This is an optimization exercise on Yosys and OpenROAD, whose aim is small area, a short achievable clock period and few clock cycles per item, not a production implementation. The RTL was checked by simulation tests, not by an equivalence proof against the original design.

Design gradient_stop_colormap_unit, start of the top module:
module gradient_stop_colormap_unit (
   input  logic         clock,
   input  logic         reset,
   input  logic         csr_we,
   input  logic [2:0]   csr_index,
   input  logic [31:0]  csr_wdata,
   input  logic         req_tvalid,
   output logic         req_tready,
   input  logic [7:0]   req_tdata,    
   output logic         rsp_tvalid,
   input  logic         rsp_tready,
   output logic [23:0]  rsp_tdata     
);
   localparam int QDEPTH = 7;
   localparam int CAP    = QDEPTH + 1;    
   localparam int CW     = $clog2(CAP + 1);
   logic        acc, pop;
   logic [CW-1:0] cnt_ff, cnt_in;
   logic        rdy_ff;
   logic        f_valid, f_interp, f_gta;
   logic [23:0] f_ca, f_cb;
   logic [7:0]  f_pa, f_pb, f_lvl;
   logic        b_valid;
   logic [23:0] b_rgb;
   logic [23:0] q_data;
   assign acc = req_tvalid && rdy_ff;
   assign pop = rsp_tvalid && rsp_tready;
   always_comb begin
      cnt_in = cnt_ff;
      if (acc && !pop) cnt_in = cnt_ff + CW'(1);
      else if (pop && !acc) cnt_in = cnt_ff - CW'(1);
   end
  ...
Size: about 3900 cells after synthesis, ~890 flip-flops, roughly 74 I/O pins, ~45000 um2 of cells after synthesis.
clock: 9.0 ns
lec_check: 0
cap_margin: 20
core_margin: 2
core_utilization: 55
cts_cluster_diameter: 60
cts_cluster_size: 22
setup_slack_margin: 4.75
slew_margin: 20
run.sh (not shown) runs the stock make flow with config.mk's settings and CLKGATE_MAP_FILE= SYNTH_SCRIPT=/design/flow/synth_recipe.tcl, a recipe that flattens the netlist after the stock synthesis.
The baseline finished clean.
Testbench counts at the start, summed over its fixed seeds: cycles 18,373, items 16,000.
Edit:
CTS_CLUSTER_DIAMETER = default   (was 60)
CTS_CLUSTER_SIZE = default   (was 22)
After rerunning:
- The new run produced a clean layout
- via count increases by 1.0%
- maximum frequency shrinks by 0.74%
- wire length increases by 1.5%
- non-clock buffer count is higher by 12

## run A
Another version of the RTL of gradient_stop_colormap_unit (not shown whole).
Size in the first run: about 890 flip-flops, roughly 74 I/O pins, about 0.045 mm^2 of cells after synthesis.
## gradient_stop_colormap_unit
module gradient_stop_colormap_unit (
   input  logic         clock,
   input  logic         reset,
   input  logic         csr_we,
   input  logic [2:0]   csr_index,
   input  logic [31:0]  csr_wdata,
   input  logic         req_tvalid,
   output logic         req_tready,
   input  logic [7:0]   req_tdata,    
   output logic         rsp_tvalid,
   input  logic         rsp_tready,
   output logic [23:0]  rsp_tdata     
);
Settings: LEC_CHECK=0, CAP_MARGIN=20, CORE_MARGIN=2, CORE_UTILIZATION=70, SETUP_SLACK_MARGIN=4.5, SLEW_MARGIN=20; clock period 9.0 ns.
Run A: done, clean on timing, DRC and antenna
Testbench counts of run A, summed over its fixed seeds: cycles 18,373, items 16,000.
What run B does differently from run A at the input level:
Settings: swapping 70 for 55 in CORE_UTILIZATION.
Findings:
- Looking at worst reg-to-reg path cell count across run B and run A, the one that comes out higher is run B.
- Run B: non-clock buffer count 1.6% above run A
- Layout overhead on the synthesized area: run B vs run A up 1.0 points
- Fmax: run B better than run A
For run C, these inputs were changed with respect to run B:
Settings: SETUP_SLACK_MARGIN now 5, was 4.5; CTS_CLUSTER_SIZE now 28, previously not set; CTS_CLUSTER_DIAMETER now 80, previously not set.
Results
- Looking only at cell count, and setting everything else aside, the lower value of run C and run B goes to run B.
- Post-route fraction of the period consumed by the critical path (lower): run C
- Total global-route track usage in run C vs run B: up 0.71 points
- Between run C and run B, the clock period minus final worst setup slack is lower for run C.
- Status: estimated wirelength of the detail-placed design parity (run B, run C)
The following lists how run D was set up differently from run C:
Settings: clearing CTS_CLUSTER_DIAMETER, which used to be 80; swapping 5 for 4.75 in SETUP_SLACK_MARGIN; clearing CTS_CLUSTER_SIZE, which used to be 28.
Results
- Wire: run D routes less than run C
- Taking run C as the reference, in run D core utilization has decreased; total number of vias has decreased.
- Worst setup slack (run D over run C): increase, 0.029 ns
- Looking at cell with the largest stage delay on the worst path, the sky130_fd_sc_hd__dfxtp_2 result is from run D; the sky130_fd_sc_hd__dfxtp_1 one comes from run C.

-- afterwards: timing with drivers on the ports --
In the flow no input, the clock included, has a driving cell. The finished layouts below were timed again as built, in two steps.
Step 1 sets driving cells, clkbuf_16 on the clock port and buf_2 on the other inputs (assumed; they add their load-dependent delay and slew).
Step 2 times the ports against the registers' clock, not the clock port: input delays grow and output delays shrink by t, the midpoint of the rising clock arrivals with the driver on.
a / b / c = ideal / step 1 / step 2; a / b = the first two.
run | t, ns | slack for setup (ns) | worst setup path after step 2 | pins driven straight from the clock port
the first run of note 1 | 0.701 | 4.685 / 4.685 / 4.180 | input to register | 1
the second run of note 1 | 0.714 | 4.653 / 4.653 / 4.142 | input to register | 1
run A | 0.695 | 4.609 / 4.609 / 4.090 | input to register | 1
run B | 0.711 | 4.638 / 4.664 / 3.965 | input to register | 1
run C | 0.685 | 4.791 / 4.791 / 4.461 | input to register | 1
run D | 0.724 | 4.819 / 4.819 / 4.202 | input to register | 1
After both steps every run listed still meets setup and hold. For run B, which loses most, drivers alone change the setup slack by +0.026 ns; drivers and shift together by -0.673 ns.
